What follows belongs to an exercise in optimizing a design on an open flow for small area; a production flow would make more cautious choices.
Function was checked by simulation only, so behaviour that the tests miss may differ from the original.
Power figures rest on the tool's default switching activity, not on a simulated workload.

==> flow/design.v <==
package alu_reservation_station_pkg;
    localparam int RS_SIZE       = 8;
    localparam int RS_INDEX_BIT  = 3;
    localparam int ROB_INDEX_BIT = 4;
    localparam int TYPE_BIT      = 5;
    localparam logic [TYPE_BIT-1:0] OP_ADD  = 5'd0;
    localparam logic [TYPE_BIT-1:0] OP_SUB  = 5'd1;
    localparam logic [TYPE_BIT-1:0] OP_XOR  = 5'd2;
    localparam logic [TYPE_BIT-1:0] OP_OR   = 5'd3;
    localparam logic [TYPE_BIT-1:0] OP_AND  = 5'd4;
    localparam logic [TYPE_BIT-1:0] OP_SLL  = 5'd5;
    localparam logic [TYPE_BIT-1:0] OP_SRL  = 5'd6;
    localparam logic [TYPE_BIT-1:0] OP_SRA  = 5'd7;
    localparam logic [TYPE_BIT-1:0] OP_SLT  = 5'd8;
    localparam logic [TYPE_BIT-1:0] OP_SLTU = 5'd9;
    localparam logic [TYPE_BIT-1:0] OP_BEQ  = 5'd10;
    localparam logic [TYPE_BIT-1:0] OP_BNE  = 5'd11;
    localparam logic [TYPE_BIT-1:0] OP_BLT  = 5'd12;
    localparam logic [TYPE_BIT-1:0] OP_BGE  = 5'd13;
    localparam logic [TYPE_BIT-1:0] OP_BLTU = 5'd14;
    localparam logic [TYPE_BIT-1:0] OP_BGEU = 5'd15;
    localparam logic [TYPE_BIT-1:0] OP_JALR = 5'd16;
endpackage
module rs_find_first #(
    parameter int N = 8,
    parameter int W = 3
) (
    input  logic [N-1:0] vec,
    output logic [W-1:0] idx,
    output logic         found
);
    always_comb begin
        idx   = '0;
        found = 1'b0;
        for (int i = N - 1; i >= 0; i--) begin
            if (vec[i]) begin
                idx   = W'(i);
                found = 1'b1;
            end
        end
    end
endmodule
import alu_reservation_station_pkg::*;
module rs_snoop (
    input  logic                     pend,
    input  logic [ROB_INDEX_BIT-1:0] q,
    input  logic [31:0]              v,
    input  logic                     a_rdy,
    input  logic [ROB_INDEX_BIT-1:0] a_id,
    input  logic [31:0]              a_val,
    input  logic                     l_rdy,
    input  logic [ROB_INDEX_BIT-1:0] l_id,
    input  logic [31:0]              l_val,
    output logic                     pend_out,
    output logic [31:0]              val_out
);
    logic hit_a;
    logic hit_l;
    assign hit_a    = pend & a_rdy & (q == a_id);
    assign hit_l    = pend & l_rdy & (q == l_id);
    assign pend_out = pend & ~hit_a & ~hit_l;
    assign val_out  = hit_a ? a_val : (hit_l ? l_val : v);
endmodule
import alu_reservation_station_pkg::*;
module alu_reservation_station (
    input  logic                     clk_in,
    input  logic                     rst_in,
    input  logic                     rdy_in,
    input  logic                     clear_in,
    input  logic                     issue_valid,
    input  logic [TYPE_BIT-1:0]      issue_type,
    input  logic [31:0]              issue_vj,
    input  logic [31:0]              issue_vk,
    input  logic                     issue_has_qj,
    input  logic                     issue_has_qk,
    input  logic [ROB_INDEX_BIT-1:0] issue_qj,
    input  logic [ROB_INDEX_BIT-1:0] issue_qk,
    input  logic [ROB_INDEX_BIT-1:0] issue_rob_id,
    output logic                     full_out,
    input  logic                     cdb_alu_ready,
    input  logic [ROB_INDEX_BIT-1:0] cdb_alu_rob_id,
    input  logic [31:0]              cdb_alu_value,
    input  logic                     cdb_lsb_ready,
    input  logic [ROB_INDEX_BIT-1:0] cdb_lsb_rob_id,
    input  logic [31:0]              cdb_lsb_value,
    output logic                     alu_req,
    output logic [TYPE_BIT-1:0]      alu_type,
    output logic [31:0]              alu_r1,
    output logic [31:0]              alu_r2,
    output logic [ROB_INDEX_BIT-1:0] alu_rob_id
);
    logic [RS_SIZE-1:0][TYPE_BIT-1:0]      ent_op;
    logic [RS_SIZE-1:0][31:0]              ent_vj;
    logic [RS_SIZE-1:0][31:0]              ent_vk;
    logic [RS_SIZE-1:0]                    ent_has_qj;
    logic [RS_SIZE-1:0]                    ent_has_qk;
    logic [RS_SIZE-1:0][ROB_INDEX_BIT-1:0] ent_qj;
    logic [RS_SIZE-1:0][ROB_INDEX_BIT-1:0] ent_qk;
    logic [RS_SIZE-1:0][ROB_INDEX_BIT-1:0] ent_rob_id;
    logic [RS_SIZE-1:0][31:0]              woke_vj;
    logic [RS_SIZE-1:0][31:0]              woke_vk;
    logic [RS_SIZE-1:0]                    woke_has_qj;
    logic [RS_SIZE-1:0]                    woke_has_qk;
    logic [31:0]              new_vj;
    logic [31:0]              new_vk;
    logic                     new_has_qj;
    logic                     new_has_qk;
    logic [RS_SIZE-1:0]       valid_q;
    logic [RS_SIZE-1:0]       ready_vec;
    logic [RS_SIZE-1:0]       pick_vec;
    logic [RS_INDEX_BIT-1:0]  free_idx;
    logic [RS_INDEX_BIT-1:0]  sel_idx;
    logic                     free_found;
    logic                     sel_found;
    logic                     alloc_en;
    assign full_out = &valid_q;
    assign alloc_en = issue_valid & free_found;
    rs_find_first #(.N(RS_SIZE), .W(RS_INDEX_BIT)) u_free (
        .vec   (~valid_q),
        .idx   (free_idx),
        .found (free_found)
    );
    rs_find_first #(.N(RS_SIZE), .W(RS_INDEX_BIT)) u_sel (
        .vec   (pick_vec),
        .idx   (sel_idx),
        .found (sel_found)
    );
    always_comb begin
        ready_vec = '0;
        for (int i = 0; i < RS_SIZE; i++) begin
            ready_vec[i] = valid_q[i] & ~ent_has_qj[i] & ~ent_has_qk[i];
        end
    end
    for (genvar i = 0; i < RS_SIZE; i++) begin : g_snoop
        rs_snoop u_snoop_j (
            .pend     (ent_has_qj[i]),
            .q        (ent_qj[i]),
            .v        (ent_vj[i]),
            .a_rdy    (cdb_alu_ready),
            .a_id     (cdb_alu_rob_id),
            .a_val    (cdb_alu_value),
            .l_rdy    (cdb_lsb_ready),
            .l_id     (cdb_lsb_rob_id),
            .l_val    (cdb_lsb_value),
            .pend_out (woke_has_qj[i]),
            .val_out  (woke_vj[i])
        );
        rs_snoop u_snoop_k (
            .pend     (ent_has_qk[i]),
            .q        (ent_qk[i]),
            .v        (ent_vk[i]),
            .a_rdy    (cdb_alu_ready),
            .a_id     (cdb_alu_rob_id),
            .a_val    (cdb_alu_value),
            .l_rdy    (cdb_lsb_ready),
            .l_id     (cdb_lsb_rob_id),
            .l_val    (cdb_lsb_value),
            .pend_out (woke_has_qk[i]),
            .val_out  (woke_vk[i])
        );
    end
    rs_snoop u_new_j (
        .pend     (issue_has_qj),
        .q        (issue_qj),
        .v        (issue_vj),
        .a_rdy    (cdb_alu_ready),
        .a_id     (cdb_alu_rob_id),
        .a_val    (cdb_alu_value),
        .l_rdy    (cdb_lsb_ready),
        .l_id     (cdb_lsb_rob_id),
        .l_val    (cdb_lsb_value),
        .pend_out (new_has_qj),
        .val_out  (new_vj)
    );
    rs_snoop u_new_k (
        .pend     (issue_has_qk),
        .q        (issue_qk),
        .v        (issue_vk),
        .a_rdy    (cdb_alu_ready),
        .a_id     (cdb_alu_rob_id),
        .a_val    (cdb_alu_value),
        .l_rdy    (cdb_lsb_ready),
        .l_id     (cdb_lsb_rob_id),
        .l_val    (cdb_lsb_value),
        .pend_out (new_has_qk),
        .val_out  (new_vk)
    );
    logic [RS_SIZE-1:0][RS_SIZE-1:0] older_q;
    always_comb begin
        pick_vec = ready_vec;
        for (int i = 0; i < RS_SIZE; i++) begin
            for (int j = 0; j < RS_SIZE; j++) begin
                if (ready_vec[j] && older_q[j][i]) pick_vec[i] = 1'b0;
            end
        end
    end
    always_ff @(posedge clk_in or posedge rst_in) begin
        if (rst_in) begin
            older_q <= '0;
        end else if (rdy_in) begin
            if (clear_in) begin
                older_q <= '0;
            end else if (alloc_en) begin
                for (int j = 0; j < RS_SIZE; j++) begin
                    older_q[j][free_idx] <= valid_q[j];
                end
                older_q[free_idx] <= '0;
            end
        end
    end
    always_ff @(posedge clk_in or posedge rst_in) begin
        if (rst_in) begin
            valid_q    <= '0;
            alu_req    <= 1'b0;
            alu_type   <= '0;
            alu_r1     <= '0;
            alu_r2     <= '0;
            alu_rob_id <= '0;
            ent_op     <= '0;
            ent_vj     <= '0;
            ent_vk     <= '0;
            ent_has_qj <= '0;
            ent_has_qk <= '0;
            ent_qj     <= '0;
            ent_qk     <= '0;
            ent_rob_id <= '0;
        end else if (rdy_in) begin
            if (clear_in) begin
                valid_q <= '0;
                alu_req <= 1'b0;
            end else begin
                ent_vj     <= woke_vj;
                ent_vk     <= woke_vk;
                ent_has_qj <= woke_has_qj;
                ent_has_qk <= woke_has_qk;
                alu_req <= sel_found;
                if (sel_found) begin
                    alu_type         <= ent_op[sel_idx];
                    alu_r1           <= ent_vj[sel_idx];
                    alu_r2           <= ent_vk[sel_idx];
                    alu_rob_id       <= ent_rob_id[sel_idx];
                    valid_q[sel_idx] <= 1'b0;
                end
                if (alloc_en) begin
                    ent_op[free_idx]     <= issue_type;
                    ent_vj[free_idx]     <= new_vj;
                    ent_vk[free_idx]     <= new_vk;
                    ent_has_qj[free_idx] <= new_has_qj;
                    ent_has_qk[free_idx] <= new_has_qk;
                    ent_qj[free_idx]     <= issue_qj;
                    ent_qk[free_idx]     <= issue_qk;
                    ent_rob_id[free_idx] <= issue_rob_id;
                    valid_q[free_idx]    <= 1'b1;
                end
            end
        end
    end
endmodule
==> flow/run.sh <==
#!/bin/bash
# synth_recipe.tcl (not shown) runs the flow's synth.tcl, then flattens the netlist and writes it again
# the make line also repeats each setting of config.mk as NAME=value (left out here)
make -C /OpenROAD-flow-scripts/flow DESIGN_CONFIG=/design/flow/config.mk WORK_HOME=/design/flow/orfs CLKGATE_MAP_FILE= SYNTH_SCRIPT=/design/flow/synth_recipe.tcl finish
==> flow/config.mk <==
export PLATFORM = sky130hd
export DESIGN_NAME = alu_reservation_station
export DESIGN_NICKNAME = alu_reservation_station
export VERILOG_FILES = /design/flow/design.v
export SDC_FILE = /design/flow/constraint.sdc
export NUM_CORES = 4
export LEC_CHECK = 0
export CAP_MARGIN = 20
export CORE_MARGIN = 2
export CORE_UTILIZATION = 30
export SLEW_MARGIN = 20
==> flow/constraint.sdc <==
create_clock -name core_clock -period 4.5 [get_ports {clk_in}]
set_input_delay 0.9000 -clock core_clock [delete_from_list [all_inputs] [get_ports {clk_in}]]
set_output_delay 0.9000 -clock core_clock [all_outputs]
set_load 0.01 [all_outputs]
==> reports/metrics.csv <==
metric;value;unit
outcome;timing/DRC/antenna clean;
wl_per_cell;28.1;microns
slew_headroom;20.1;%
p_per_area;481;nW/um^2
synthToLayoutAreaGrowth;19.2;%
ys.flop_type;dfrtp_1;
p_sw;12.4;mW
hold_depth;2;
clock_skew;0.0247;ns
syn-cell-area;54300;sq um
hold_end;ent_rob_id[1];
power.total;31.2;mW
row_count;156;
worst_pin_slew;1.20;ns
slew_viol_final;0;
finalCritPeriodShare;97.0;%
cp.required;5.10;ns
p_int;18.8;mW
die_y;429;microns
worstHoldStart;ent_rob_id[1];
p_leak;29.3;nW
rsz0062_at_grt;false;
fmax;0.229;GHz
yosys_warnings;2;
start_util;30.1;%
vias;56300;
clockBufferDepth;3;
cts.sinks;810;
finalSetupViolCount;0;
drc;0;
firstDrtPassIters;9;
die-area;184000;sq um
cpPeakStageDelay;0.70;ns
syn_avg_cell_area;8.13;sq um
crit_buf_inv;1;
ys_seq_elements;810;
die-width;429;microns
arrival;4.97;ns
r2r_slack;0.14;ns
p_sw_share;39.7;%
ys_top_cells_by_count;nor2_1 (1286), dfrtp_1 (810), mux2i_1 (726);
io_pins;237;
synthDistinctLibCells;73;
syn_inst;6676;
io_buffers;236;
fin_hold_ws;0.477;ns
h-tree-depth;3;
end_kind;flop;
yosys.area.top_type;dfrtp_1;
crit_fanout;9;
path_clk_slew;0.07;ns
r2r_start;ent_has_qk[0];
tns;0;ns
final_nets;6874;
hpwl;159000;microns
core;180000;sq um
pwr-share-clk;26.4;%
drt_wl_total;257000;microns
fin_crit;4.36;ns
overflow;0;
viasPerCell;6.15;
postRouteAntennaNets;0;
ir_worst_vdd;0.000348;V
hp-class;reg2reg;
postCtsSetupBuffers;0;
tritoncts;yes;
synth.area.top_cells;dfrtp_1 (37%), mux2i_1 (13%), nor2_1 (8.9%);
layout-drive-gt1-share;9.78;%
critPathKind;reg2reg;
crit_family;simple AND/OR/NAND/NOR gates;
antenna_found_initial;18;
gp_congestion;1.00;
cp_cell_sequence;or4b_1, a2111oi_1, nand4_1, o211ai_1, a2bb2oi_4, buf_4, ha_1, nor3_1, or2_1, nor4_1, o31ai_1;
hold_viol_final;0;
yosysMostFrequentCell;nor2_1;
synth_seq_area_share;37.3;%
grt_max_degree;204;
synthesis.nets;6850;
pwr-share-seq;35.4;%
drt_iter0_drc;7512;
cp_slowest_cell;a2111oi_1;
power_frac_comb;38.2;%
startpoint_type;flop;
synth_edf_count;0;
grt_pass1_wl;376000;microns
grt_pass1_vias;53800;
synthArstFlopShare;100;%
cts_buffers;97;
crit-reg2reg-capture;valid_q[4];
insertion_delay;0.74;ns
root_buffer;clkbuf_16;
r2r_cells;11;
grt_use_total;26.9;%
synth_top_area_share;37.3;%
maxCapViolations;0;
==> area by class of cell <==
cell class                      instances  area, sq um
Tap cell                             2370         2970
Fill cell                           18300       116000
Clock inverter                         35          374
Timing Repair Buffer                  649         6720
Multi-Input combinational cell       5095        31300
Inverter                               47          188
Clock buffer                          140         2840
Antenna cell                           11         27.5
Sequential cell                       810        20300
==> power by group through the flow <==
stage,clock network (mW),logic [mW],registers [mW]
floorplan,0,6.91,10.5
global placement,0,11.3,11.0
CTS,8.30,11.6,11.0
finish,8.23,11.9,11.0
global route,8.60,12.7,11.2
detailed placement,0,11.6,11.1
==> logic make-up after synthesis <==
group | after synthesis | synth area share, %
simple gates | 2290 | 17.2
compound gates | 1928 | 23.8
flops | 810 | 37.3
buf+inv | 771 | 5.57
mux | 769 | 14.3
xor+xnor | 96 | 1.55
fa+ha+maj | 12 | 0.277
==> through the flow <==
| step | area [sq um] | cells | util [%] | setup slack, ns |
|---|---|---|---|---|
| floorplan | 54300 | 6676 | - | -7.52 |
| global placement | 61500 | 8971 | 34.1 | 0.182 |
| detailed placement | 61500 | 8971 | 34.1 | 0.0879 |
| CTS | 64700 | 9146 | 35.9 | 0.0942 |
| global route | 64700 | 9157 | 35.9 | 0.0406 |
| finish | 64700 | 9157 | 35.9 | 0.136 |
==> cell usage in the layout, fill, tap and decap left out, types with 23 or more instances in the layout <==
master           synthesis  layout
nor2_1                1286    1280
dfrtp_1                810     810
mux2i_1                726     726
nand2_1                717     702
a21oi_1                551     548
o21ai_0                320     318
buf_4                    6     312
a221oi_1               266     266
a211oi_1               259     259
clkdlybuf4s50_1          0     234
a31oi_1                135     135
buf_12                   0     101
clkbuf_16                0     100
nand3_1                 80      73
xor2_1                  70      70
a211o_1                 64      64
a22oi_1                 63      63
a22o_1                  60      60
a32o_1                  59      59
inv_1                   44      43
nor3_1                  40      39
nand4_1                 38      38
o221ai_1                38      38
mux2_2                  28      28
xnor2_1                 26      26
or3_1                   23      23
==> worst min-delay path: cells and delay by family, from the launching register on <==
family          cells  cell delay [ns]
flops               1             0.34
compound gates      1             0.06
simple gates        1             0.04
==> registers in the layout, indices dropped and copies added, names as in the netlist <==
| register | count |
|---|---|
| valid_q | 8 |
| ent_has_qj | 8 |
| alu_r1 | 32 |
| alu_req | 1 |
| alu_type | 5 |
| ent_rob_id | 32 |
| ent_vk | 256 |
| alu_r2 | 32 |
| older_q | 64 |
| alu_rob_id | 4 |
| ent_qk | 32 |
| ent_op | 40 |
| ent_vj | 256 |
| ent_qj | 32 |
| ent_has_qk | 8 |
==> metal layers <==
layer,part of all wire [%],global-route usage [%],wire [microns]
met4,8.9,21.2,22800
met5,0.021,0,54
met1,38,33.9,98100
met3,10,5.72,26400
met2,43,40.0,110000
==> worst max-delay path by stage <==
stage / startpoint / to / slack, ns / cells after the start
after detailed placement: ent_has_qk[0] / valid_q[4] / 0.09 / 11
after CTS: ent_has_qk[0] / valid_q[4] / 0.09 / 11
final: ent_has_qk[0] / valid_q[4] / 0.14 / 11
after floorplan: rst_in / alu_r1[0] / -7.52 / 1
after global routing: ent_has_qk[0] / valid_q[4] / 0.04 / 11
after global placement: ent_has_qk[0] / valid_q[4] / 0.18 / 11
==> timing repair <==
action / 4_1_cts / 5_1_grt
resized for setup: 0 / 3
hold buffers: 0 / 0
setup endpoints to repair: 0 / 6

[what the ideal ports hide]
In the flow no input, the clock included, has a driving cell. The finished layout below was timed again as built, in two steps.
Step 1: set_driving_cell puts a clkbuf_16 on clk_in and a buf_2 on each other input, an assumption about the parent block.
Step 2, shift: input delay + t, output delay - t, t = (earliest + latest rising clock arrival at the registers) / 2. This alone moves slack from input paths to output paths.
Slacks: no drivers / after step 1 / after step 2; pairs: no drivers / after step 1.
shift t [ns]: 0.817
slack for setup (ns): 0.136 / 0.136 / 0.136
latest minus earliest clock arrival (ns): 0.025 / 0.025
After both steps this run still meets setup and hold. For this run, drivers alone change the setup slack by 0.000 ns; drivers and shift together by 0.000 ns.
